Context: an optimization exercise on an open-source flow, tuned for small area, a short achievable clock period and few clock cycles per item. The choices shown serve that exercise and are no tape-out recipe. RTL that was checked went through simulation tests only; none was proved equivalent to the original. Function not checked in run 2: the RTL went through the layout flow alone.

==> flow/design.v (outline; a module is shown in full before it is edited, if it fits) <==
// module fx_mul_sat: 20 lines
// module fx_mul_hi: 2648 lines
// module velocity_reflector: 112 lines
module velocity_reflector #(
  parameter int unsigned WIDTH      = billiard_fx_pkg::WIDTH,
  parameter int unsigned FRAC_WIDTH = billiard_fx_pkg::FRAC_WIDTH
) (
  input  logic             clk,
  input  logic             rst_n,
  input  logic             in_valid,
  output logic             in_ready,
  input  logic [WIDTH-1:0] vx,
  input  logic [WIDTH-1:0] vy,
  input  logic [WIDTH-1:0] nx,
  input  logic [WIDTH-1:0] ny,
  output logic             out_valid,
  input  logic             out_ready,
  output logic [WIDTH-1:0] vx_out,
  output logic [WIDTH-1:0] vy_out,
  output logic             out_reflected,
  output logic             out_sat
);
  // ...
==> flow/run.sh <==
#!/bin/bash
# synth_recipe.tcl (not shown) runs the flow's synth.tcl, then flattens the netlist and writes it again
# the make line also repeats each setting of config.mk as NAME=value (left out here)
make -C /OpenROAD-flow-scripts/flow DESIGN_CONFIG=/design/flow/config.mk WORK_HOME=/design/flow/orfs CLKGATE_MAP_FILE= SYNTH_SCRIPT=/design/flow/synth_recipe.tcl finish
==> flow/config.mk <==
export PLATFORM = sky130hd
export DESIGN_NAME = velocity_reflector
export DESIGN_NICKNAME = velocity_reflector
export VERILOG_FILES = /design/flow/design.v
export SDC_FILE = /design/flow/constraint.sdc
export NUM_CORES = 4
export LEC_CHECK = 0
export ABC_AREA = 1
export CAP_MARGIN = 20
export CORE_MARGIN = 2
export CORE_UTILIZATION = 40
export PLACE_DENSITY = 0.6
export SLEW_MARGIN = 20
==> flow/constraint.sdc <==
create_clock -name core_clock -period 16.0 [get_ports {clk}]
set_input_delay 3.2000 -clock core_clock [delete_from_list [all_inputs] [get_ports {clk}]]
set_output_delay 3.2000 -clock core_clock [all_outputs]
set_load 0.01 [all_outputs]
==> results_dict.tcl, run 1 <==
set metrics [dict create \
    grt_pass1_wl_um 422000 \
    outcome "timing/DRC/antenna clean" \
    clk_path_buf_depth 3 \
    clock_sinks 358 \
    seq_area_frac_synth_pct 15.3 \
    synth_compound_area_share_pct 17.2 \
    dp_slack_ns 1.96 \
    wl_met1_um 118000 \
    cp_num_buf_inv 9 \
    maxSlewViolCount 0 \
    synth_area_leaders "fa_1, xor2_1, edfxtp_1" \
    grt_pass1_vias 61741 \
    relSlewSlack_pct 23.1 \
    final_cell_area_um2 71900 \
    hp-class "flop to flop" \
    synth.distinct_cells 53 \
    cts_made_buffers 47 \
    cts_resized 0 \
    fin_cells 9994 \
    cts_root_buf "clkbuf_16" \
    globalplace.congestion 1.02 \
    post_drt_wl_per_cell_um 29.1 \
    buffers 371 \
    multiInputGateArea_um2 50300 \
    fmax_ghz 0.0696 \
    layout_common_cells "xor2_1, nand2_1, o22ai_1, inv_1, fa_1" \
    ctsHoldBuffers 0 \
    worst-path-stages 50 \
    detail_route.vias_per_cell 6.12 \
    clock_skew_ns 0.0290 \
    dieArea_um2 168000 \
    num_vias 61152 \
]
Testbench counts, summed over its fixed seeds: cycles 3,684, items 2,400.
==> run 2, diff against run 1 <==
--- a/flow/design.v
+++ b/flow/design.v
@@ -2146,96 +2146,76 @@
   assign pp15_25 = ((bone15 & a[25]) | (btwo15 & a[24])) ^ bneg15;
   assign pp15_26 = ((bone15 & a[26]) | (btwo15 & a[25])) ^ bneg15;
   assign pp15_27 = ((bone15 & a[27]) | (btwo15 & a[26])) ^ bneg15;
   assign pp15_28 = ((bone15 & a[28]) | (btwo15 & a[27])) ^ bneg15;
   assign pp15_29 = ((bone15 & a[29]) | (btwo15 & a[28])) ^ bneg15;
   assign pp15_30 = ((bone15 & a[30]) | (btwo15 & a[29])) ^ bneg15;
   assign pp15_31 = ((bone15 & a[31]) | (btwo15 & a[30])) ^ bneg15;
   assign pp15_32 = ((bone15 & a[31]) | (btwo15 & a[31])) ^ bneg15;
-  assign fs0 = bneg12 ^ pp0_24;
-  assign fc0 = bneg12 & pp0_24;
-  assign fs1 = pp0_25 ^ pp1_23;
-  assign fc1 = pp0_25 & pp1_23;
+  assign {fc0, fs0} = {1'b0, bneg12} + {1'b0, pp0_24};
+  assign {fc1, fs1} = {1'b0, pp0_25} + {1'b0, pp1_23};
   assign {fc2, fs2} = {1'b0, bneg13} + {1'b0, pp0_26} + {1'b0, pp1_24};
-  assign fs3 = pp2_22 ^ pp3_20;
-  assign fc3 = pp2_22 & pp3_20;
+  assign {fc3, fs3} = {1'b0, pp2_22} + {1'b0, pp3_20};
   assign {fc4, fs4} = {1'b0, pp0_27} + {1'b0, pp1_25} + {1'b0, pp2_23};
-  assign fs5 = pp3_21 ^ pp4_19;
-  assign fc5 = pp3_21 & pp4_19;
+  assign {fc5, fs5} = {1'b0, pp3_21} + {1'b0, pp4_19};
   assign {fc6, fs6} = {1'b0, bneg14} + {1'b0, pp0_28} + {1'b0, pp1_26};
   assign {fc7, fs7} = {1'b0, pp2_24} + {1'b0, pp3_22} + {1'b0, pp4_20};
-  assign fs8 = pp5_18 ^ pp6_16;
-  assign fc8 = pp5_18 & pp6_16;
+  assign {fc8, fs8} = {1'b0, pp5_18} + {1'b0, pp6_16};
   assign {fc9, fs9} = {1'b0, pp0_29} + {1'b0, pp1_27} + {1'b0, pp2_25};
   assign {fc10, fs10} = {1'b0, pp3_23} + {1'b0, pp4_21} + {1'b0, pp5_19};
-  assign fs11 = pp6_17 ^ pp7_15;
-  assign fc11 = pp6_17 & pp7_15;
+  assign {fc11, fs11} = {1'b0, pp6_17} + {1'b0, pp7_15};
   assign {fc12, fs12} = {1'b0, bneg15} + {1'b0, pp0_30} + {1'b0, pp1_28};
   assign {fc13, fs13} = {1'b0, pp2_26} + {1'b0, pp3_24} + {1'b0, pp4_22};
   assign {fc14, fs14} = {1'b0, pp5_20} + {1'b0, pp6_18} + {1'b0, pp7_16};
-  assign fs15 = pp8_14 ^ pp9_12;
-  assign fc15 = pp8_14 & pp9_12;
+  assign {fc15, fs15} = {1'b0, pp8_14} + {1'b0, pp9_12};
   assign {fc16, fs16} = {1'b0, pp0_31} + {1'b0, pp1_29} + {1'b0, pp2_27};
   assign {fc17, fs17} = {1'b0, pp3_25} + {1'b0, pp4_23} + {1'b0, pp5_21};
   assign {fc18, fs18} = {1'b0, pp6_19} + {1'b0, pp7_17} + {1'b0, pp8_15};
-  assign fs19 = pp9_13 ^ pp10_11;
-  assign fc19 = pp9_13 & pp10_11;
+  assign {fc19, fs19} = {1'b0, pp9_13} + {1'b0, pp10_11};
   assign {fc20, fs20} = {1'b0, 1'b1} + {1'b0, ~pp0_32} + {1'b0, pp1_30};
   assign {fc21, fs21} = {1'b0, pp2_28} + {1'b0, pp3_26} + {1'b0, pp4_24};
   assign {fc22, fs22} = {1'b0, pp5_22} + {1'b0, pp6_20} + {1'b0, pp7_18};
   assign {fc23, fs23} = {1'b0, pp8_16} + {1'b0, pp9_14} + {1'b0, pp10_12};
   assign {fc24, fs24} = {1'b0, 1'b1} + {1'b0, pp1_31} + {1'b0, pp2_29};
   assign {fc25, fs25} = {1'b0, pp3_27} + {1'b0, pp4_25} + {1'b0, pp5_23};
   assign {fc26, fs26} = {1'b0, pp6_21} + {1'b0, pp7_19} + {1'b0, pp8_17};
-  assign fs27 = pp9_15 ^ pp10_13;
-  assign fc27 = pp9_15 & pp10_13;
+  assign {fc27, fs27} = {1'b0, pp9_15} + {1'b0, pp10_13};
   assign {fc28, fs28} = {1'b0, ~pp1_32} + {1'b0, pp2_30} + {1'b0, pp3_28};
   assign {fc29, fs29} = {1'b0, pp4_26} + {1'b0, pp5_24} + {1'b0, pp6_22};
   assign {fc30, fs30} = {1'b0, pp7_20} + {1'b0, pp8_18} + {1'b0, pp9_16};
   assign {fc31, fs31} = {1'b0, 1'b1} + {1'b0, pp2_31} + {1'b0, pp3_29};
   assign {fc32, fs32} = {1'b0, pp4_27} + {1'b0, pp5_25} + {1'b0, pp6_23};
-  assign fs33 = pp7_21 ^ pp8_19;
-  assign fc33 = pp7_21 & pp8_19;
+  assign {fc33, fs33} = {1'b0, pp7_21} + {1'b0, pp8_19};
   assign {fc34, fs34} = {1'b0, ~pp2_32} + {1'b0, pp3_30} + {1'b0, pp4_28};
   assign {fc35, fs35} = {1'b0, pp5_26} + {1'b0, pp6_24} + {1'b0, pp7_22};
   assign {fc36, fs36} = {1'b0, 1'b1} + {1'b0, pp3_31} + {1'b0, pp4_29};
-  assign fs37 = pp5_27 ^ pp6_25;
-  assign fc37 = pp5_27 & pp6_25;
+  assign {fc37, fs37} = {1'b0, pp5_27} + {1'b0, pp6_25};
   assign {fc38, fs38} = {1'b0, ~pp3_32} + {1'b0, pp4_30} + {1'b0, pp5_28};
-  assign fs39 = 1'b1 ^ pp4_31;
-  assign fc39 = 1'b1 & pp4_31;
-  assign fs40 = bneg8 ^ pp0_16;
-  assign fc40 = bneg8 & pp0_16;
-  assign fs41 = pp0_17 ^ pp1_15;
-  assign fc41 = pp0_17 & pp1_15;
+  assign {fc39, fs39} = {1'b0, 1'b1} + {1'b0, pp4_31};
+  assign {fc40, fs40} = {1'b0, bneg8} + {1'b0, pp0_16};
+  assign {fc41, fs41} = {1'b0, pp0_17} + {1'b0, pp1_15};
   assign {fc42, fs42} = {1'b0, bneg9} + {1'b0, pp0_18} + {1'b0, pp1_16};
-  assign fs43 = pp2_14 ^ pp3_12;
-  assign fc43 = pp2_14 & pp3_12;
+  assign {fc43, fs43} = {1'b0, pp2_14} + {1'b0, pp3_12};
   assign {fc44, fs44} = {1'b0, pp0_19} + {1'b0, pp1_17} + {1'b0, pp2_15};
-  assign fs45 = pp3_13 ^ pp4_11;
-  assign fc45 = pp3_13 & pp4_11;
+  assign {fc45, fs45} = {1'b0, pp3_13} + {1'b0, pp4_11};
   assign {fc46, fs46} = {1'b0, bneg10} + {1'b0, pp0_20} + {1'b0, pp1_18};
   assign {fc47, fs47} = {1'b0, pp2_16} + {1'b0, pp3_14} + {1'b0, pp4_12};
-  assign fs48 = pp5_10 ^ pp6_8;
-  assign fc48 = pp5_10 & pp6_8;
+  assign {fc48, fs48} = {1'b0, pp5_10} + {1'b0, pp6_8};
   assign {fc49, fs49} = {1'b0, pp0_21} + {1'b0, pp1_19} + {1'b0, pp2_17};
   assign {fc50, fs50} = {1'b0, pp3_15} + {1'b0, pp4_13} + {1'b0, pp5_11};
-  assign fs51 = pp6_9 ^ pp7_7;
-  assign fc51 = pp6_9 & pp7_7;
+  assign {fc51, fs51} = {1'b0, pp6_9} + {1'b0, pp7_7};
   assign {fc52, fs52} = {1'b0, bneg11} + {1'b0, pp0_22} + {1'b0, pp1_20};
   assign {fc53, fs53} = {1'b0, pp2_18} + {1'b0, pp3_16} + {1'b0, pp4_14};
   assign {fc54, fs54} = {1'b0, pp5_12} + {1'b0, pp6_10} + {1'b0, pp7_8};
-  assign fs55 = pp8_6 ^ pp9_4;
-  assign fc55 = pp8_6 & pp9_4;
+  assign {fc55, fs55} = {1'b0, pp8_6} + {1'b0, pp9_4};
   assign {fc56, fs56} = {1'b0, pp0_23} + {1'b0, pp1_21} + {1'b0, pp2_19};
   assign {fc57, fs57} = {1'b0, pp3_17} + {1'b0, pp4_15} + {1'b0, pp5_13};
   assign {fc58, fs58} = {1'b0, pp6_11} + {1'b0, pp7_9} + {1'b0, pp8_7};
-  assign fs59 = pp9_5 ^ pp10_3;
-  assign fc59 = pp9_5 & pp10_3;
+  assign {fc59, fs59} = {1'b0, pp9_5} + {1'b0, pp10_3};
   assign {fc60, fs60} = {1'b0, pp1_22} + {1'b0, pp2_20} + {1'b0, pp3_18};
   assign {fc61, fs61} = {1'b0, pp4_16} + {1'b0, pp5_14} + {1'b0, pp6_12};
   assign {fc62, fs62} = {1'b0, pp7_10} + {1'b0, pp8_8} + {1'b0, pp9_6};
   assign {fc63, fs63} = {1'b0, pp10_4} + {1'b0, pp11_2} + {1'b0, pp12_0};
   assign {fc64, fs64} = {1'b0, pp2_21} + {1'b0, pp3_19} + {1'b0, pp4_17};
   assign {fc65, fs65} = {1'b0, pp5_15} + {1'b0, pp6_13} + {1'b0, pp7_11};
   assign {fc66, fs66} = {1'b0, pp8_9} + {1'b0, pp9_7} + {1'b0, pp10_5};
   assign {fc67, fs67} = {1'b0, pp11_3} + {1'b0, pp12_1} + {1'b0, fc0};
@@ -2297,51 +2277,41 @@
   assign {fc123, fs123} = {1'b0, pp14_11} + {1'b0, pp15_9} + {1'b0, fs39};
   assign {fc124, fs124} = {1'b0, ~pp4_32} + {1'b0, pp5_30} + {1'b0, pp6_28};
   assign {fc125, fs125} = {1'b0, pp7_26} + {1'b0, pp8_24} + {1'b0, pp9_22};
   assign {fc126, fs126} = {1'b0, pp10_20} + {1'b0, pp11_18} + {1'b0, pp12_16};
   assign {fc127, fs127} = {1'b0, pp13_14} + {1'b0, pp14_12} + {1'b0, pp15_10};
   assign {fc128, fs128} = {1'b0, 1'b1} + {1'b0, pp5_31} + {1'b0, pp6_29};
   assign {fc129, fs129} = {1'b0, pp7_27} + {1'b0, pp8_25} + {1'b0, pp9_23};
   assign {fc130, fs130} = {1'b0, pp10_21} + {1'b0, pp11_19} + {1'b0, pp12_17};
-  assign fs131 = pp13_15 ^ pp14_13;
-  assign fc131 = pp13_15 & pp14_13;
+  assign {fc131, fs131} = {1'b0, pp13_15} + {1'b0, pp14_13};
   assign {fc132, fs132} = {1'b0, ~pp5_32} + {1'b0, pp6_30} + {1'b0, pp7_28};
   assign {fc133, fs133} = {1'b0, pp8_26} + {1'b0, pp9_24} + {1'b0, pp10_22};
   assign {fc134, fs134} = {1'b0, pp11_20} + {1'b0, pp12_18} + {1'b0, pp13_16};
   assign {fc135, fs135} = {1'b0, 1'b1} + {1'b0, pp6_31} + {1'b0, pp7_29};
   assign {fc136, fs136} = {1'b0, pp8_27} + {1'b0, pp9_25} + {1'b0, pp10_23};
-  assign fs137 = pp11_21 ^ pp12_19;
-  assign fc137 = pp11_21 & pp12_19;
+  assign {fc137, fs137} = {1'b0, pp11_21} + {1'b0, pp12_19};
   assign {fc138, fs138} = {1'b0, ~pp6_32} + {1'b0, pp7_30} + {1'b0, pp8_28};
   assign {fc139, fs139} = {1'b0, pp9_26} + {1'b0, pp10_24} + {1'b0, pp11_22};
   assign {fc140, fs140} = {1'b0, 1'b1} + {1'b0, pp7_31} + {1'b0, pp8_29};
-  assign fs141 = pp9_27 ^ pp10_25;
-  assign fc141 = pp9_27 & pp10_25;
+  assign {fc141, fs141} = {1'b0, pp9_27} + {1'b0, pp10_25};
   assign {fc142, fs142} = {1'b0, ~pp7_32} + {1'b0, pp8_30} + {1'b0, pp9_28};
-  assign fs143 = 1'b1 ^ pp8_31;
-  assign fc143 = 1'b1 & pp8_31;
-  assign fs144 = bneg5 ^ pp0_10;
-  assign fc144 = bneg5 & pp0_10;
-  assign fs145 = pp0_11 ^ pp1_9;
-  assign fc145 = pp0_11 & pp1_9;
+  assign {fc143, fs143} = {1'b0, 1'b1} + {1'b0, pp8_31};
+  assign {fc144, fs144} = {1'b0, bneg5} + {1'b0, pp0_10};
+  assign {fc145, fs145} = {1'b0, pp0_11} + {1'b0, pp1_9};
   assign {fc146, fs146} = {1'b0, bneg6} + {1'b0, pp0_12} + {1'b0, pp1_10};
-  assign fs147 = pp2_8 ^ pp3_6;
-  assign fc147 = pp2_8 & pp3_6;
+  assign {fc147, fs147} = {1'b0, pp2_8} + {1'b0, pp3_6};
   assign {fc148, fs148} = {1'b0, pp0_13} + {1'b0, pp1_11} + {1'b0, pp2_9};
-  assign fs149 = pp3_7 ^ pp4_5;
-  assign fc149 = pp3_7 & pp4_5;
+  assign {fc149, fs149} = {1'b0, pp3_7} + {1'b0, pp4_5};
   assign {fc150, fs150} = {1'b0, bneg7} + {1'b0, pp0_14} + {1'b0, pp1_12};
   assign {fc151, fs151} = {1'b0, pp2_10} + {1'b0, pp3_8} + {1'b0, pp4_6};
-  assign fs152 = pp5_4 ^ pp6_2;
-  assign fc152 = pp5_4 & pp6_2;
+  assign {fc152, fs152} = {1'b0, pp5_4} + {1'b0, pp6_2};
   assign {fc153, fs153} = {1'b0, pp0_15} + {1'b0, pp1_13} + {1'b0, pp2_11};
   assign {fc154, fs154} = {1'b0, pp3_9} + {1'b0, pp4_7} + {1'b0, pp5_5};
-  assign fs155 = pp6_3 ^ pp7_1;
-  assign fc155 = pp6_3 & pp7_1;
+  assign {fc155, fs155} = {1'b0, pp6_3} + {1'b0, pp7_1};
   assign {fc156, fs156} = {1'b0, pp1_14} + {1'b0, pp2_12} + {1'b0, pp3_10};
   assign {fc157, fs157} = {1'b0, pp4_8} + {1'b0, pp5_6} + {1'b0, pp6_4};
   assign {fc158, fs158} = {1'b0, pp7_2} + {1'b0, pp8_0} + {1'b0, fs40};
   assign {fc159, fs159} = {1'b0, pp2_13} + {1'b0, pp3_11} + {1'b0, pp4_9};
   assign {fc160, fs160} = {1'b0, pp5_7} + {1'b0, pp6_5} + {1'b0, pp7_3};
   assign {fc161, fs161} = {1'b0, pp8_1} + {1'b0, fc40} + {1'b0, fs41};
   assign {fc162, fs162} = {1'b0, pp4_10} + {1'b0, pp5_8} + {1'b0, pp6_6};
   assign {fc163, fs163} = {1'b0, pp7_4} + {1'b0, pp8_2} + {1'b0, pp9_0};
@@ -2433,36 +2403,29 @@
   assign {fc249, fs249} = {1'b0, pp9_29} + {1'b0, pp10_27} + {1'b0, pp11_25};
   assign {fc250, fs250} = {1'b0, pp12_23} + {1'b0, pp13_21} + {1'b0, pp14_19};
   assign {fc251, fs251} = {1'b0, pp15_17} + {1'b0, fs143} + {1'b0, fc142};
   assign {fc252, fs252} = {1'b0, ~pp8_32} + {1'b0, pp9_30} + {1'b0, pp10_28};
   assign {fc253, fs253} = {1'b0, pp11_26} + {1'b0, pp12_24} + {1'b0, pp13_22};
   assign {fc254, fs254} = {1'b0, pp14_20} + {1'b0, pp15_18} + {1'b0, fc143};
   assign {fc255, fs255} = {1'b0, 1'b1} + {1'b0, pp9_31} + {1'b0, pp10_29};
   assign {fc256, fs256} = {1'b0, pp11_27} + {1'b0, pp12_25} + {1'b0, pp13_23};
-  assign fs257 = pp14_21 ^ pp15_19;
-  assign fc257 = pp14_21 & pp15_19;
+  assign {fc257, fs257} = {1'b0, pp14_21} + {1'b0, pp15_19};
   assign {fc258, fs258} = {1'b0, ~pp9_32} + {1'b0, pp10_30} + {1'b0, pp11_28};
   assign {fc259, fs259} = {1'b0, pp12_26} + {1'b0, pp13_24} + {1'b0, pp14_22};
   assign {fc260, fs260} = {1'b0, 1'b1} + {1'b0, pp10_31} + {1'b0, pp11_29};
-  assign fs261 = pp12_27 ^ pp13_25;
-  assign fc261 = pp12_27 & pp13_25;
+  assign {fc261, fs261} = {1'b0, pp12_27} + {1'b0, pp13_25};
   assign {fc262, fs262} = {1'b0, ~pp10_32} + {1'b0, pp11_30} + {1'b0, pp12_28};
-  assign fs263 = 1'b1 ^ pp11_31;
-  assign fc263 = 1'b1 & pp11_31;
-  assign fs264 = bneg3 ^ pp0_6;
-  assign fc264 = bneg3 & pp0_6;
-  assign fs265 = pp0_7 ^ pp1_5;
-  assign fc265 = pp0_7 & pp1_5;
+  assign {fc263, fs263} = {1'b0, 1'b1} + {1'b0, pp11_31};
+  assign {fc264, fs264} = {1'b0, bneg3} + {1'b0, pp0_6};
+  assign {fc265, fs265} = {1'b0, pp0_7} + {1'b0, pp1_5};
   assign {fc266, fs266} = {1'b0, bneg4} + {1'b0, pp0_8} + {1'b0, pp1_6};
-  assign fs267 = pp2_4 ^ pp3_2;
-  assign fc267 = pp2_4 & pp3_2;
+  assign {fc267, fs267} = {1'b0, pp2_4} + {1'b0, pp3_2};
   assign {fc268, fs268} = {1'b0, pp0_9} + {1'b0, pp1_7} + {1'b0, pp2_5};
-  assign fs269 = pp3_3 ^ pp4_1;
-  assign fc269 = pp3_3 & pp4_1;
+  assign {fc269, fs269} = {1'b0, pp3_3} + {1'b0, pp4_1};
   assign {fc270, fs270} = {1'b0, pp1_8} + {1'b0, pp2_6} + {1'b0, pp3_4};
   assign {fc271, fs271} = {1'b0, pp4_2} + {1'b0, pp5_0} + {1'b0, fs144};
   assign {fc272, fs272} = {1'b0, pp2_7} + {1'b0, pp3_5} + {1'b0, pp4_3};
   assign {fc273, fs273} = {1'b0, pp5_1} + {1'b0, fc144} + {1'b0, fs145};
   assign {fc274, fs274} = {1'b0, pp4_4} + {1'b0, pp5_2} + {1'b0, pp6_0};
   assign {fc275, fs275} = {1'b0, fc145} + {1'b0, fs147} + {1'b0, fs146};
   assign {fc276, fs276} = {1'b0, pp5_3} + {1'b0, pp6_1} + {1'b0, fc147};
   assign {fc277, fs277} = {1'b0, fs149} + {1'b0, fc146} + {1'b0, fs148};
@@ -2544,25 +2507,21 @@
   assign {fc353, fs353} = {1'b0, fc258} + {1'b0, fc259} + {1'b0, fs260};
   assign {fc354, fs354} = {1'b0, pp13_26} + {1'b0, pp14_24} + {1'b0, pp15_22};
   assign {fc355, fs355} = {1'b0, fc261} + {1'b0, fc260} + {1'b0, fs262};
   assign {fc356, fs356} = {1'b0, pp12_29} + {1'b0, pp13_27} + {1'b0, pp14_25};
   assign {fc357, fs357} = {1'b0, pp15_23} + {1'b0, fs263} + {1'b0, fc262};
   assign {fc358, fs358} = {1'b0, ~pp11_32} + {1'b0, pp12_30} + {1'b0, pp13_28};
   assign {fc359, fs359} = {1'b0, pp14_26} + {1'b0, pp15_24} + {1'b0, fc263};
   assign {fc360, fs360} = {1'b0, 1'b1} + {1'b0, pp12_31} + {1'b0, pp13_29};
-  assign fs361 = pp14_27 ^ pp15_25;
-  assign fc361 = pp14_27 & pp15_25;
+  assign {fc361, fs361} = {1'b0, pp14_27} + {1'b0, pp15_25};
   assign {fc362, fs362} = {1'b0, ~pp12_32} + {1'b0, pp13_30} + {1'b0, pp14_28};
-  assign fs363 = 1'b1 ^ pp13_31;
-  assign fc363 = 1'b1 & pp13_31;
-  assign fs364 = bneg2 ^ pp0_4;
-  assign fc364 = bneg2 & pp0_4;
-  assign fs365 = pp0_5 ^ pp1_3;
-  assign fc365 = pp0_5 & pp1_3;
+  assign {fc363, fs363} = {1'b0, 1'b1} + {1'b0, pp13_31};
+  assign {fc364, fs364} = {1'b0, bneg2} + {1'b0, pp0_4};
+  assign {fc365, fs365} = {1'b0, pp0_5} + {1'b0, pp1_3};
   assign {fc366, fs366} = {1'b0, pp1_4} + {1'b0, pp2_2} + {1'b0, pp3_0};
   assign {fc367, fs367} = {1'b0, pp2_3} + {1'b0, pp3_1} + {1'b0, fc264};
   assign {fc368, fs368} = {1'b0, pp4_0} + {1'b0, fc265} + {1'b0, fs267};
   assign {fc369, fs369} = {1'b0, fc267} + {1'b0, fs269} + {1'b0, fc266};
   assign {fc370, fs370} = {1'b0, fc269} + {1'b0, fc268} + {1'b0, fs270};
   assign {fc371, fs371} = {1'b0, fc270} + {1'b0, fs272} + {1'b0, fc271};
   assign {fc372, fs372} = {1'b0, fc272} + {1'b0, fs274} + {1'b0, fc273};
   assign {fc373, fs373} = {1'b0, fc274} + {1'b0, fs276} + {1'b0, fc275};
@@ -2606,22 +2565,19 @@
   assign {fc411, fs411} = {1'b0, fs352} + {1'b0, fc350} + {1'b0, fc351};
   assign {fc412, fs412} = {1'b0, fs354} + {1'b0, fc352} + {1'b0, fc353};
   assign {fc413, fs413} = {1'b0, fc354} + {1'b0, fs356} + {1'b0, fc355};
   assign {fc414, fs414} = {1'b0, fc356} + {1'b0, fs358} + {1'b0, fs359};
   assign {fc415, fs415} = {1'b0, fs361} + {1'b0, fc358} + {1'b0, fs360};
   assign {fc416, fs416} = {1'b0, pp15_26} + {1'b0, fc361} + {1'b0, fc360};
   assign {fc417, fs417} = {1'b0, pp14_29} + {1'b0, pp15_27} + {1'b0, fs363};
   assign {fc418, fs418} = {1'b0, ~pp13_32} + {1'b0, pp14_30} + {1'b0, pp15_28};
-  assign fs419 = 1'b1 ^ pp14_31;
-  assign fc419 = 1'b1 & pp14_31;
-  assign fs420 = bneg1 ^ pp0_2;
-  assign fc420 = bneg1 & pp0_2;
-  assign fs421 = pp0_3 ^ pp1_1;
-  assign fc421 = pp0_3 & pp1_1;
+  assign {fc419, fs419} = {1'b0, 1'b1} + {1'b0, pp14_31};
+  assign {fc420, fs420} = {1'b0, bneg1} + {1'b0, pp0_2};
+  assign {fc421, fs421} = {1'b0, pp0_3} + {1'b0, pp1_1};
   assign {fc422, fs422} = {1'b0, pp1_2} + {1'b0, pp2_0} + {1'b0, fs364};
   assign {fc423, fs423} = {1'b0, pp2_1} + {1'b0, fc364} + {1'b0, fs365};
   assign {fc424, fs424} = {1'b0, fc365} + {1'b0, fs264} + {1'b0, fs366};
   assign {fc425, fs425} = {1'b0, fs265} + {1'b0, fc366} + {1'b0, fs367};
   assign {fc426, fs426} = {1'b0, fs266} + {1'b0, fc367} + {1'b0, fs368};
   assign {fc427, fs427} = {1'b0, fs268} + {1'b0, fc368} + {1'b0, fs369};
   assign {fc428, fs428} = {1'b0, fs271} + {1'b0, fc369} + {1'b0, fs370};
   assign {fc429, fs429} = {1'b0, fs273} + {1'b0, fc370} + {1'b0, fs371};
@@ -2669,21 +2625,394 @@
   assign {fc471, fs471} = {1'b0, fs357} + {1'b0, fc412} + {1'b0, fs413};
   assign {fc472, fs472} = {1'b0, fc357} + {1'b0, fs414} + {1'b0, fc413};
   assign {fc473, fs473} = {1'b0, fc359} + {1'b0, fs415} + {1'b0, fc414};
   assign {fc474, fs474} = {1'b0, fs362} + {1'b0, fc415} + {1'b0, fs416};
   assign {fc475, fs475} = {1'b0, fc362} + {1'b0, fs417} + {1'b0, fc416};
   assign {fc476, fs476} = {1'b0, fc363} + {1'b0, fs418} + {1'b0, fc417};
   assign {fc477, fs477} = {1'b0, pp15_29} + {1'b0, fs419} + {1'b0, fc418};
   assign {fc478, fs478} = {1'b0, ~pp14_32} + {1'b0, pp15_30} + {1'b0, fc419};
-  assign fs479 = 1'b1 ^ pp15_31;
-  assign fc479 = 1'b1 & pp15_31;
+  assign {fc479, fs479} = {1'b0, 1'b1} + {1'b0, pp15_31};
   assign r0 = {1'b1, fc479, fc478, fc477, fc476, fc475, fc474, fc473, fc472, fc471, fc470, fc469, fc468, fc467, fc466, fc465, fc464, fc463, fc462, fc461, fc460, fc459, fc458, fc457, fc456, fc455, fc454, fc453, fc452, fc451, fc450, fc449, fc448, fc447, fc446, fc445, fc444, fc443, fc442, fc441, fc440, fc439, fc438, fc437, fc436, fc435, fc434, fc433, fc432, fc431, fc430, fc429, fc428, fc427, fc426, fc425, fc424, fc423, fc422, fc421, fc420, fs420, pp0_1, bneg0};
   assign r1 = {1'b0, ~pp15_32, fs479, fs478, fs477, fs476, fs475, fs474, fs473, fs472, fs471, fs470, fs469, fs468, fs467, fs466, fs465, fs464, fs463, fs462, fs461, fs460, fs459, fs458, fs457, fs456, fs455, fs454, fs453, fs452, fs451, fs450, fs449, fs448, fs447, fs446, fs445, fs444, fs443, fs442, fs441, fs440, fs439, fs438, fs437, fs436, fs435, fs434, fs433, fs432, fs431, fs430, fs429, fs428, fs427, fs426, fs425, fs424, fs423, fs422, fs421, pp1_0, 1'b0, pp0_0};
-  assign sum = r0 + r1;
+  logic [63:0] ag, ap;
+  assign ag = r0 & r1;
+  assign ap = r0 ^ r1;
+  logic xg0, xp0;
+  assign xg0 = ag[29] | (ap[29] & ag[28]);
+  assign xp0 = ap[29] & ap[28];
+  logic xg1, xp1;
+  assign xg1 = ag[27] | (ap[27] & ag[26]);
+  assign xp1 = ap[27] & ap[26];
+  logic xg2, xp2;
+  assign xg2 = xg0 | (xp0 & xg1);
+  assign xp2 = xp0 & xp1;
+  logic xg3, xp3;
+  assign xg3 = ag[25] | (ap[25] & ag[24]);
+  assign xp3 = ap[25] & ap[24];
+  logic xg4, xp4;
+  assign xg4 = ag[23] | (ap[23] & ag[22]);
+  assign xp4 = ap[23] & ap[22];
+  logic xg5, xp5;
+  assign xg5 = xg3 | (xp3 & xg4);
+  assign xp5 = xp3 & xp4;
+  logic xg6, xp6;
+  assign xg6 = xg2 | (xp2 & xg5);
+  assign xp6 = xp2 & xp5;
+  logic xg7, xp7;
+  assign xg7 = ag[21] | (ap[21] & ag[20]);
+  assign xp7 = ap[21] & ap[20];
+  logic xg8, xp8;
+  assign xg8 = ag[19] | (ap[19] & ag[18]);
+  assign xp8 = ap[19] & ap[18];
+  logic xg9, xp9;
+  assign xg9 = xg7 | (xp7 & xg8);
+  assign xp9 = xp7 & xp8;
+  logic xg10, xp10;
+  assign xg10 = ag[17] | (ap[17] & ag[16]);
+  assign xp10 = ap[17] & ap[16];
+  logic xg11, xp11;
+  assign xg11 = xg10 | (xp10 & ag[15]);
+  assign xp11 = xp10 & ap[15];
+  logic xg12, xp12;
+  assign xg12 = xg9 | (xp9 & xg11);
+  assign xp12 = xp9 & xp11;
+  logic xg13, xp13;
+  assign xg13 = xg6 | (xp6 & xg12);
+  assign xp13 = xp6 & xp12;
+  logic xg14, xp14;
+  assign xg14 = ag[14] | (ap[14] & ag[13]);
+  assign xp14 = ap[14] & ap[13];
+  logic xg15, xp15;
+  assign xg15 = ag[12] | (ap[12] & ag[11]);
+  assign xp15 = ap[12] & ap[11];
+  logic xg16, xp16;
+  assign xg16 = xg14 | (xp14 & xg15);
+  assign xp16 = xp14 & xp15;
+  logic xg17, xp17;
+  assign xg17 = ag[10] | (ap[10] & ag[9]);
+  assign xp17 = ap[10] & ap[9];
+  logic xg18, xp18;
+  assign xg18 = ag[8] | (ap[8] & ag[7]);
+  assign xp18 = ap[8] & ap[7];
+  logic xg19, xp19;
+  assign xg19 = xg17 | (xp17 & xg18);
+  assign xp19 = xp17 & xp18;
+  logic xg20, xp20;
+  assign xg20 = xg16 | (xp16 & xg19);
+  assign xp20 = xp16 & xp19;
+  logic xg21, xp21;
+  assign xg21 = ag[6] | (ap[6] & ag[5]);
+  assign xp21 = ap[6] & ap[5];
+  logic xg22, xp22;
+  assign xg22 = ag[4] | (ap[4] & ag[3]);
+  assign xp22 = ap[4] & ap[3];
+  logic xg23, xp23;
+  assign xg23 = xg21 | (xp21 & xg22);
+  assign xp23 = xp21 & xp22;
+  logic xg24, xp24;
+  assign xg24 = ag[2] | (ap[2] & ag[1]);
+  assign xp24 = ap[2] & ap[1];
+  logic xg25, xp25;
+  assign xg25 = xg24 | (xp24 & ag[0]);
+  assign xp25 = xp24 & ap[0];
+  logic xg26, xp26;
+  assign xg26 = xg23 | (xp23 & xg25);
+  assign xp26 = xp23 & xp25;
+  logic xg27, xp27;
+  assign xg27 = xg20 | (xp20 & xg26);
+  assign xp27 = xp20 & xp26;
+  logic xg28, xp28;
+  assign xg28 = xg13 | (xp13 & xg27);
+  logic xg29, xp29;
+  assign xg29 = ag[31] | (ap[31] & ag[30]);
+  assign xp29 = ap[31] & ap[30];
+  logic xg30, xp30;
+  assign xg30 = ag[33] | (ap[33] & ag[32]);
+  assign xp30 = ap[33] & ap[32];
+  logic xg31, xp31;
+  assign xg31 = ag[35] | (ap[35] & ag[34]);
+  assign xp31 = ap[35] & ap[34];
+  logic xg32, xp32;
+  assign xg32 = ag[37] | (ap[37] & ag[36]);
+  assign xp32 = ap[37] & ap[36];
+  logic xg33, xp33;
+  assign xg33 = ag[39] | (ap[39] & ag[38]);
+  assign xp33 = ap[39] & ap[38];
+  logic xg34, xp34;
+  assign xg34 = ag[41] | (ap[41] & ag[40]);
+  assign xp34 = ap[41] & ap[40];
+  logic xg35, xp35;
+  assign xg35 = ag[43] | (ap[43] & ag[42]);
+  assign xp35 = ap[43] & ap[42];
+  logic xg36, xp36;
+  assign xg36 = ag[45] | (ap[45] & ag[44]);
+  assign xp36 = ap[45] & ap[44];
+  logic xg37, xp37;
+  assign xg37 = ag[47] | (ap[47] & ag[46]);
+  assign xp37 = ap[47] & ap[46];
+  logic xg38, xp38;
+  assign xg38 = ag[49] | (ap[49] & ag[48]);
+  assign xp38 = ap[49] & ap[48];
+  logic xg39, xp39;
+  assign xg39 = ag[51] | (ap[51] & ag[50]);
+  assign xp39 = ap[51] & ap[50];
+  logic xg40, xp40;
+  assign xg40 = ag[53] | (ap[53] & ag[52]);
+  assign xp40 = ap[53] & ap[52];
+  logic xg41, xp41;
+  assign xg41 = ag[55] | (ap[55] & ag[54]);
+  assign xp41 = ap[55] & ap[54];
+  logic xg42, xp42;
+  assign xg42 = ag[57] | (ap[57] & ag[56]);
+  assign xp42 = ap[57] & ap[56];
+  logic xg43, xp43;
+  assign xg43 = ag[59] | (ap[59] & ag[58]);
+  assign xp43 = ap[59] & ap[58];
+  logic xg44, xp44;
+  assign xg44 = ag[61] | (ap[61] & ag[60]);
+  assign xp44 = ap[61] & ap[60];
+  logic xg45, xp45;
+  assign xg45 = ag[63] | (ap[63] & ag[62]);
+  assign xp45 = ap[63] & ap[62];
+  logic xg46, xp46;
+  assign xg46 = ag[32] | (ap[32] & xg29);
+  assign xp46 = ap[32] & xp29;
+  logic xg47, xp47;
+  assign xg47 = xg30 | (xp30 & xg29);
+  assign xp47 = xp30 & xp29;
+  logic xg48, xp48;
+  assign xg48 = ag[36] | (ap[36] & xg31);
+  assign xp48 = ap[36] & xp31;
+  logic xg49, xp49;
+  assign xg49 = xg32 | (xp32 & xg31);
+  assign xp49 = xp32 & xp31;
+  logic xg50, xp50;
+  assign xg50 = ag[40] | (ap[40] & xg33);
+  assign xp50 = ap[40] & xp33;
+  logic xg51, xp51;
+  assign xg51 = xg34 | (xp34 & xg33);
+  assign xp51 = xp34 & xp33;
+  logic xg52, xp52;
+  assign xg52 = ag[44] | (ap[44] & xg35);
+  assign xp52 = ap[44] & xp35;
+  logic xg53, xp53;
+  assign xg53 = xg36 | (xp36 & xg35);
+  assign xp53 = xp36 & xp35;
+  logic xg54, xp54;
+  assign xg54 = ag[48] | (ap[48] & xg37);
+  assign xp54 = ap[48] & xp37;
+  logic xg55, xp55;
+  assign xg55 = xg38 | (xp38 & xg37);
+  assign xp55 = xp38 & xp37;
+  logic xg56, xp56;
+  assign xg56 = ag[52] | (ap[52] & xg39);
+  assign xp56 = ap[52] & xp39;
+  logic xg57, xp57;
+  assign xg57 = xg40 | (xp40 & xg39);
+  assign xp57 = xp40 & xp39;
+  logic xg58, xp58;
+  assign xg58 = ag[56] | (ap[56] & xg41);
+  assign xp58 = ap[56] & xp41;
+  logic xg59, xp59;
+  assign xg59 = xg42 | (xp42 & xg41);
+  assign xp59 = xp42 & xp41;
+  logic xg60, xp60;
+  assign xg60 = ag[60] | (ap[60] & xg43);
+  assign xp60 = ap[60] & xp43;
+  logic xg61, xp61;
+  assign xg61 = xg44 | (xp44 & xg43);
+  assign xp61 = xp44 & xp43;
+  logic xg62, xp62;
+  assign xg62 = ag[34] | (ap[34] & xg47);
+  assign xp62 = ap[34] & xp47;
+  logic xg63, xp63;
+  assign xg63 = xg31 | (xp31 & xg47);
+  assign xp63 = xp31 & xp47;
+  logic xg64, xp64;
+  assign xg64 = xg48 | (xp48 & xg47);
+  assign xp64 = xp48 & xp47;
+  logic xg65, xp65;
+  assign xg65 = xg49 | (xp49 & xg47);
+  assign xp65 = xp49 & xp47;
+  logic xg66, xp66;
+  assign xg66 = ag[42] | (ap[42] & xg51);
+  assign xp66 = ap[42] & xp51;
+  logic xg67, xp67;
+  assign xg67 = xg35 | (xp35 & xg51);
+  assign xp67 = xp35 & xp51;
+  logic xg68, xp68;
+  assign xg68 = xg52 | (xp52 & xg51);
+  assign xp68 = xp52 & xp51;
+  logic xg69, xp69;
+  assign xg69 = xg53 | (xp53 & xg51);
+  assign xp69 = xp53 & xp51;
+  logic xg70, xp70;
+  assign xg70 = ag[50] | (ap[50] & xg55);
+  assign xp70 = ap[50] & xp55;
+  logic xg71, xp71;
+  assign xg71 = xg39 | (xp39 & xg55);
+  assign xp71 = xp39 & xp55;
+  logic xg72, xp72;
+  assign xg72 = xg56 | (xp56 & xg55);
+  assign xp72 = xp56 & xp55;
+  logic xg73, xp73;
+  assign xg73 = xg57 | (xp57 & xg55);
+  assign xp73 = xp57 & xp55;
+  logic xg74, xp74;
+  assign xg74 = ag[58] | (ap[58] & xg59);
+  assign xp74 = ap[58] & xp59;
+  logic xg75, xp75;
+  assign xg75 = xg43 | (xp43 & xg59);
+  assign xp75 = xp43 & xp59;
+  logic xg76, xp76;
+  assign xg76 = xg60 | (xp60 & xg59);
+  assign xp76 = xp60 & xp59;
+  logic xg77, xp77;
+  assign xg77 = xg61 | (xp61 & xg59);
+  assign xp77 = xp61 & xp59;
+  logic xg78, xp78;
+  assign xg78 = ag[38] | (ap[38] & xg65);
+  assign xp78 = ap[38] & xp65;
+  logic xg79, xp79;
+  assign xg79 = xg33 | (xp33 & xg65);
+  assign xp79 = xp33 & xp65;
+  logic xg80, xp80;
+  assign xg80 = xg50 | (xp50 & xg65);
+  assign xp80 = xp50 & xp65;
+  logic xg81, xp81;
+  assign xg81 = xg51 | (xp51 & xg65);
+  assign xp81 = xp51 & xp65;
+  logic xg82, xp82;
+  assign xg82 = xg66 | (xp66 & xg65);
+  assign xp82 = xp66 & xp65;
+  logic xg83, xp83;
+  assign xg83 = xg67 | (xp67 & xg65);
+  assign xp83 = xp67 & xp65;
+  logic xg84, xp84;
+  assign xg84 = xg68 | (xp68 & xg65);
+  assign xp84 = xp68 & xp65;
+  logic xg85, xp85;
+  assign xg85 = xg69 | (xp69 & xg65);
+  assign xp85 = xp69 & xp65;
+  logic xg86, xp86;
+  assign xg86 = ag[54] | (ap[54] & xg73);
+  assign xp86 = ap[54] & xp73;
+  logic xg87, xp87;
+  assign xg87 = xg41 | (xp41 & xg73);
+  assign xp87 = xp41 & xp73;
+  logic xg88, xp88;
+  assign xg88 = xg58 | (xp58 & xg73);
+  assign xp88 = xp58 & xp73;
+  logic xg89, xp89;
+  assign xg89 = xg59 | (xp59 & xg73);
+  assign xp89 = xp59 & xp73;
+  logic xg90, xp90;
+  assign xg90 = xg74 | (xp74 & xg73);
+  assign xp90 = xp74 & xp73;
+  logic xg91, xp91;
+  assign xg91 = xg75 | (xp75 & xg73);
+  assign xp91 = xp75 & xp73;
+  logic xg92, xp92;
+  assign xg92 = xg76 | (xp76 & xg73);
+  assign xp92 = xp76 & xp73;
+  logic xg93, xp93;
+  assign xg93 = xg77 | (xp77 & xg73);
+  assign xp93 = xp77 & xp73;
+  logic xg94, xp94;
+  assign xg94 = ag[46] | (ap[46] & xg85);
+  assign xp94 = ap[46] & xp85;
+  logic xg95, xp95;
+  assign xg95 = xg37 | (xp37 & xg85);
+  assign xp95 = xp37 & xp85;
+  logic xg96, xp96;
+  assign xg96 = xg54 | (xp54 & xg85);
+  assign xp96 = xp54 & xp85;
+  logic xg97, xp97;
+  assign xg97 = xg55 | (xp55 & xg85);
+  assign xp97 = xp55 & xp85;
+  logic xg98, xp98;
+  assign xg98 = xg70 | (xp70 & xg85);
+  assign xp98 = xp70 & xp85;
+  logic xg99, xp99;
+  assign xg99 = xg71 | (xp71 & xg85);
+  assign xp99 = xp71 & xp85;
+  logic xg100, xp100;
+  assign xg100 = xg72 | (xp72 & xg85);
+  assign xp100 = xp72 & xp85;
+  logic xg101, xp101;
+  assign xg101 = xg73 | (xp73 & xg85);
+  assign xp101 = xp73 & xp85;
+  logic xg102, xp102;
+  assign xg102 = xg86 | (xp86 & xg85);
+  assign xp102 = xp86 & xp85;
+  logic xg103, xp103;
+  assign xg103 = xg87 | (xp87 & xg85);
+  assign xp103 = xp87 & xp85;
+  logic xg104, xp104;
+  assign xg104 = xg88 | (xp88 & xg85);
+  assign xp104 = xp88 & xp85;
+  logic xg105, xp105;
+  assign xg105 = xg89 | (xp89 & xg85);
+  assign xp105 = xp89 & xp85;
+  logic xg106, xp106;
+  assign xg106 = xg90 | (xp90 & xg85);
+  assign xp106 = xp90 & xp85;
+  logic xg107, xp107;
+  assign xg107 = xg91 | (xp91 & xg85);
+  assign xp107 = xp91 & xp85;
+  logic xg108, xp108;
+  assign xg108 = xg92 | (xp92 & xg85);
+  assign xp108 = xp92 & xp85;
+  logic xg109, xp109;
+  assign xg109 = xg93 | (xp93 & xg85);
+  assign xp109 = xp93 & xp85;
+  logic xg110, xp110;
+  assign xg110 = ag[62] | (ap[62] & xg109);
+  assign xp110 = ap[62] & xp109;
+  logic xg111, xp111;
+  assign xg111 = xg45 | (xp45 & xg109);
+  assign xp111 = xp45 & xp109;
+  logic [33:0] hc;
+  assign hc[0] = xg28;
+  assign hc[1] = ag[30] | (ap[30] & xg28);
+  assign hc[2] = xg29 | (xp29 & xg28);
+  assign hc[3] = xg46 | (xp46 & xg28);
+  assign hc[4] = xg47 | (xp47 & xg28);
+  assign hc[5] = xg62 | (xp62 & xg28);
+  assign hc[6] = xg63 | (xp63 & xg28);
+  assign hc[7] = xg64 | (xp64 & xg28);
+  assign hc[8] = xg65 | (xp65 & xg28);
+  assign hc[9] = xg78 | (xp78 & xg28);
+  assign hc[10] = xg79 | (xp79 & xg28);
+  assign hc[11] = xg80 | (xp80 & xg28);
+  assign hc[12] = xg81 | (xp81 & xg28);
+  assign hc[13] = xg82 | (xp82 & xg28);
+  assign hc[14] = xg83 | (xp83 & xg28);
+  assign hc[15] = xg84 | (xp84 & xg28);
+  assign hc[16] = xg85 | (xp85 & xg28);
+  assign hc[17] = xg94 | (xp94 & xg28);
+  assign hc[18] = xg95 | (xp95 & xg28);
+  assign hc[19] = xg96 | (xp96 & xg28);
+  assign hc[20] = xg97 | (xp97 & xg28);
+  assign hc[21] = xg98 | (xp98 & xg28);
+  assign hc[22] = xg99 | (xp99 & xg28);
+  assign hc[23] = xg100 | (xp100 & xg28);
+  assign hc[24] = xg101 | (xp101 & xg28);
+  assign hc[25] = xg102 | (xp102 & xg28);
+  assign hc[26] = xg103 | (xp103 & xg28);
+  assign hc[27] = xg104 | (xp104 & xg28);
+  assign hc[28] = xg105 | (xp105 & xg28);
+  assign hc[29] = xg106 | (xp106 & xg28);
+  assign hc[30] = xg107 | (xp107 & xg28);
+  assign hc[31] = xg108 | (xp108 & xg28);
+  assign hc[32] = xg109 | (xp109 & xg28);
+  assign hc[33] = xg110 | (xp110 & xg28);
+  assign sum[63:30] = ap[63:30] ^ hc;
+  assign sum[29:0] = '0;
   assign p = sum[63:30];
 endmodule
 module velocity_reflector #(
   parameter int unsigned WIDTH      = billiard_fx_pkg::WIDTH,
   parameter int unsigned FRAC_WIDTH = billiard_fx_pkg::FRAC_WIDTH
 ) (
   input  logic             clk,
   input  logic             rst_n,
--- a/flow/config.mk
+++ b/flow/config.mk
@@ -5,9 +5,10 @@
 export SDC_FILE = /design/flow/constraint.sdc
 export NUM_CORES = 4
 export LEC_CHECK = 0
 export ABC_AREA = 1
 export CAP_MARGIN = 20
 export CORE_MARGIN = 2
 export CORE_UTILIZATION = 40
 export PLACE_DENSITY = 0.6
+export SETUP_SLACK_MARGIN = 5
 export SLEW_MARGIN = 20
==> run 2 against run 1 <==
Effect of this change:
- still clean
- first-iteration DRC count decreased by 0.90%
- synthesized area decreased by 4.3%
- highest routed layer unchanged
- maximum frequency increased by 30%
- synthesized cell count decreased by 9.4%
- sequential share of layout area decreased by 0.41 points
- design area increased by 3.0%
==> results_dict.tcl, run 2 <==
set metrics [dict create \
    clock_skew_ns 0.0912 \
    fin_cells 9438 \
    seq_area_frac_synth_pct 16.0 \
    cp.required_ns 16.44 \
    cts_tree "done" \
    r2r.worst_path.cells 57 \
    use_met2_pct 48.3 \
    hp-class "flop to flop" \
    end_kind "flop" \
    relSlewSlack_pct 23.3 \
    layout_common_cells "xor2_1, o22ai_1, fa_1, nand2_1, inv_1" \
    initialDrtViolationCount 7835 \
    numPortBuffers 199 \
    yosysTopAreaCell "fa_1" \
    clock_sinks 358 \
    routed_wl_um 267000 \
    synth_area_leaders "fa_1, xor2_1, edfxtp_1" \
    grt_use_total_pct 32.1 \
    path_class "flop to flop" \
    grt_pass1_vias 57187 \
    hold_violations 0 \
    rsz0062_at_grt "true" \
    num_rows 145 \
    max_stage_delay_ns 0.57 \
    synthesis.area_um2 63100 \
    detail_route.vias_per_cell 6.09 \
    yosysMostFrequentCell "xor2_1" \
    crit_slowest_cell "fa_1" \
    synth_edf_count 291 \
    tns_ns 0 \
    grt_util_met1_pct 43.3 \
    nets 8640 \
    antenna_found_initial 2 \
    outcome "timing/DRC/antenna clean" \
    drt_pre_antenna_iters 8 \
    synth.avg_cell_area_um2 8.79 \
    holdWs_ns 0.452 \
    min_to "s_vx[9]" \
    initial_core_util_pct 40.3 \
    grt_max_degree 82 \
    fmax_ghz 0.0907 \
    dp.cells 9062 \
    ys_seq_elements 358 \
    use_met3_pct 7.87 \
    maxSlewViolCount 0 \
    crit_top_cell "nand2_1" \
    globalplace.congestion 0.998 \
    num_vias 57470 \
    synthFlopType "edfxtp_1" \
    r2r_end "s_k[3]" \
    synth_fp_nets 8480 \
    grt.overflow.total 0 \
    synthArstFlopShare_pct 0.838 \
    drtAntennaViolNets 0 \
    rrSetupSlack_ns 4.97 \
    dieArea_um2 161000 \
    rr_startpoint "s_v" \
    io_pins 200 \
    dpl.hpwl_um 185000 \
    mostFrequentLayoutCell "xor2_1" \
    fp.dieH_um 401 \
    coreArea_um2 156000 \
    worstHoldPathCells 0 \
    cp_max_fo 17 \
    synth_cells 7174 \
    cp-start-kind "flop" \
    yosysTopAreaCellShare_pct 27.1 \
    h-tree-depth 2 \
    syn_to_final_growth_pct 17.3 \
    maxCapViolCount 0 \
    grt_pass1_wl_um 386000 \
    drive_gt1_share_pct 15.1 \
    yosys_warnings 2 \
    ys_top_cells_by_count "xor2_1, o22ai_1, nand2_1, fa_1, inv_1" \
    worstHoldStart "i_vx[9]" \
    path_clk_slew_ns 0.06 \
    fin_util_pct 47.3 \
    worstMarginPinSlew_ns 1.14 \
    cts_made_buffers 50 \
    fin_crit_ns 11.03 \
    clk_path_buf_depth 3 \
    period_share_pct 68.9 \
    post_drt_wl_per_cell_um 28.3 \
    cp.arrival_ns 11.47 \
    synth.distinct_cells 58 \
    setup_viol 0 \
    drc 0 \
    die_w_um 401 \
    clkLatencyLatePin_ns 0.70 \
    top_usage_layer "met2" \
    cts_root_buf "clkbuf_16" \
]
==> run 2: cell count changes after synthesis, sizes merged, moves of 108 or more <==
cell,change
nand2,-133
inv,-149
nor2,-187
o21ai,-120
clkbuf,-108
buf,+112
==> run 2: per-layer routing <==
metal	part of all wire (%)	wire, um	up-vias
li1	-	-	24209
met3	12	31700	902
met1	39	105000	28367
met2	43	115000	3988
met5	0.054	145	-
met4	5.9	15900	4
==> run 2: cell type report <==
type | count | area, um^2
clock inverter | 36 | 448
tap | 2058 | 2570
antenna | 4 | 10.0
fill | 14833 | 82400
multi-input combinational | 5400 | 48900
sequential | 358 | 10100
inverter | 860 | 3430
timing repair buffer | 658 | 7150
clock buffer | 58 | 1290
timing repair inverter | 6 | 77.6
==> run 2: stage by stage <==
stage | cell area, um^2 | setup WS, ns
floorplan | 63100 | 5.15
global placement | 66800 | 1.90
detailed placement | 66800 | 1.85
CTS | 72300 | 5.01
global route | 74000 | 4.56
finish | 74000 | 4.97
==> run 2: how the worst max path moves through the flow <==
stage	startpoint	end	slack, ns	cells after the start
global placement	s_v	s_k[3]	1.90	52
finish	s_v	s_k[3]	4.97	57
CTS	s_v	s_k[8]	5.01	54
floorplan	s_v	s_k[10]	5.15	59
detailed placement	s_v	s_k[8]	1.85	54
global route	s_v	s_k[2]	4.56	59
==> run 2: timing repair <==
| action | 4_1_cts | 5_1_grt |
|---|---|---|
| hold buffers | 0 | 0 |
| setup buffers | 141 | 93 |
| cloned | 29 | 15 |
| setup endpoints to repair | 100 | 96 |
| gates resized for setup | 426 | 181 |
| pin swaps | 56 | 50 |
==> run 2: cells by family (layout without fill, tap and decap cells) <==
family	Yosys count	after routing	synth area share [%]
xor gates and xnor gates	1115	1115	15.5
DFF	358	358	16.0
other	0	4	0
adders and majority gates	1174	1174	33.5
AOI/OAI and AO/OA	1618	1619	15.4
buffers and inverters	1425	1618	9.51
and+or+nand+nor	1484	1492	10.2
==> run 2: worst max-delay path: cells and delay by family, from the launching register on <==
kind	cells	cell delay (ns)
XOR/XNOR	1	0.18
adder cells (fa/ha/maj)	11	4.15
flip-flops	1	0.52
AND/OR/NAND/NOR	21	2.50
buffers and inverters	14	1.86
AO/OA/AOI/OAI	10	1.53

==> afterwards: timing with drivers on the ports <==
The results above use ideal ports. As a check the final layouts listed here were re-extracted and re-timed, cells and wires unchanged.
Step 1: set_driving_cell puts a clkbuf_16 on clk and a buf_2 on each other input, an assumption about the parent block.
Step 2 also shifts input and output timing later by t, the mid clock arrival at the registers, as if the neighbouring blocks saw the same clock.
Three values: no drivers, after step 1, after step 2; two values: the first two.
| run | t (ns) | setup slack, ns | slew at the worst register clock pin (ns) | worst data-port slew with drivers (ns) | cell pins on the clock port's net |
|---|---|---|---|---|---|
| run 1 | 0.746 | 1.639 / 1.639 / 1.639 | 0.07 / 0.07 | 0.08 | 1 |
| run 2 | 0.734 | 4.969 / 4.969 / 4.969 | 0.07 / 0.07 | 0.10 | 1 |
After both steps setup and hold are still met in every run listed.
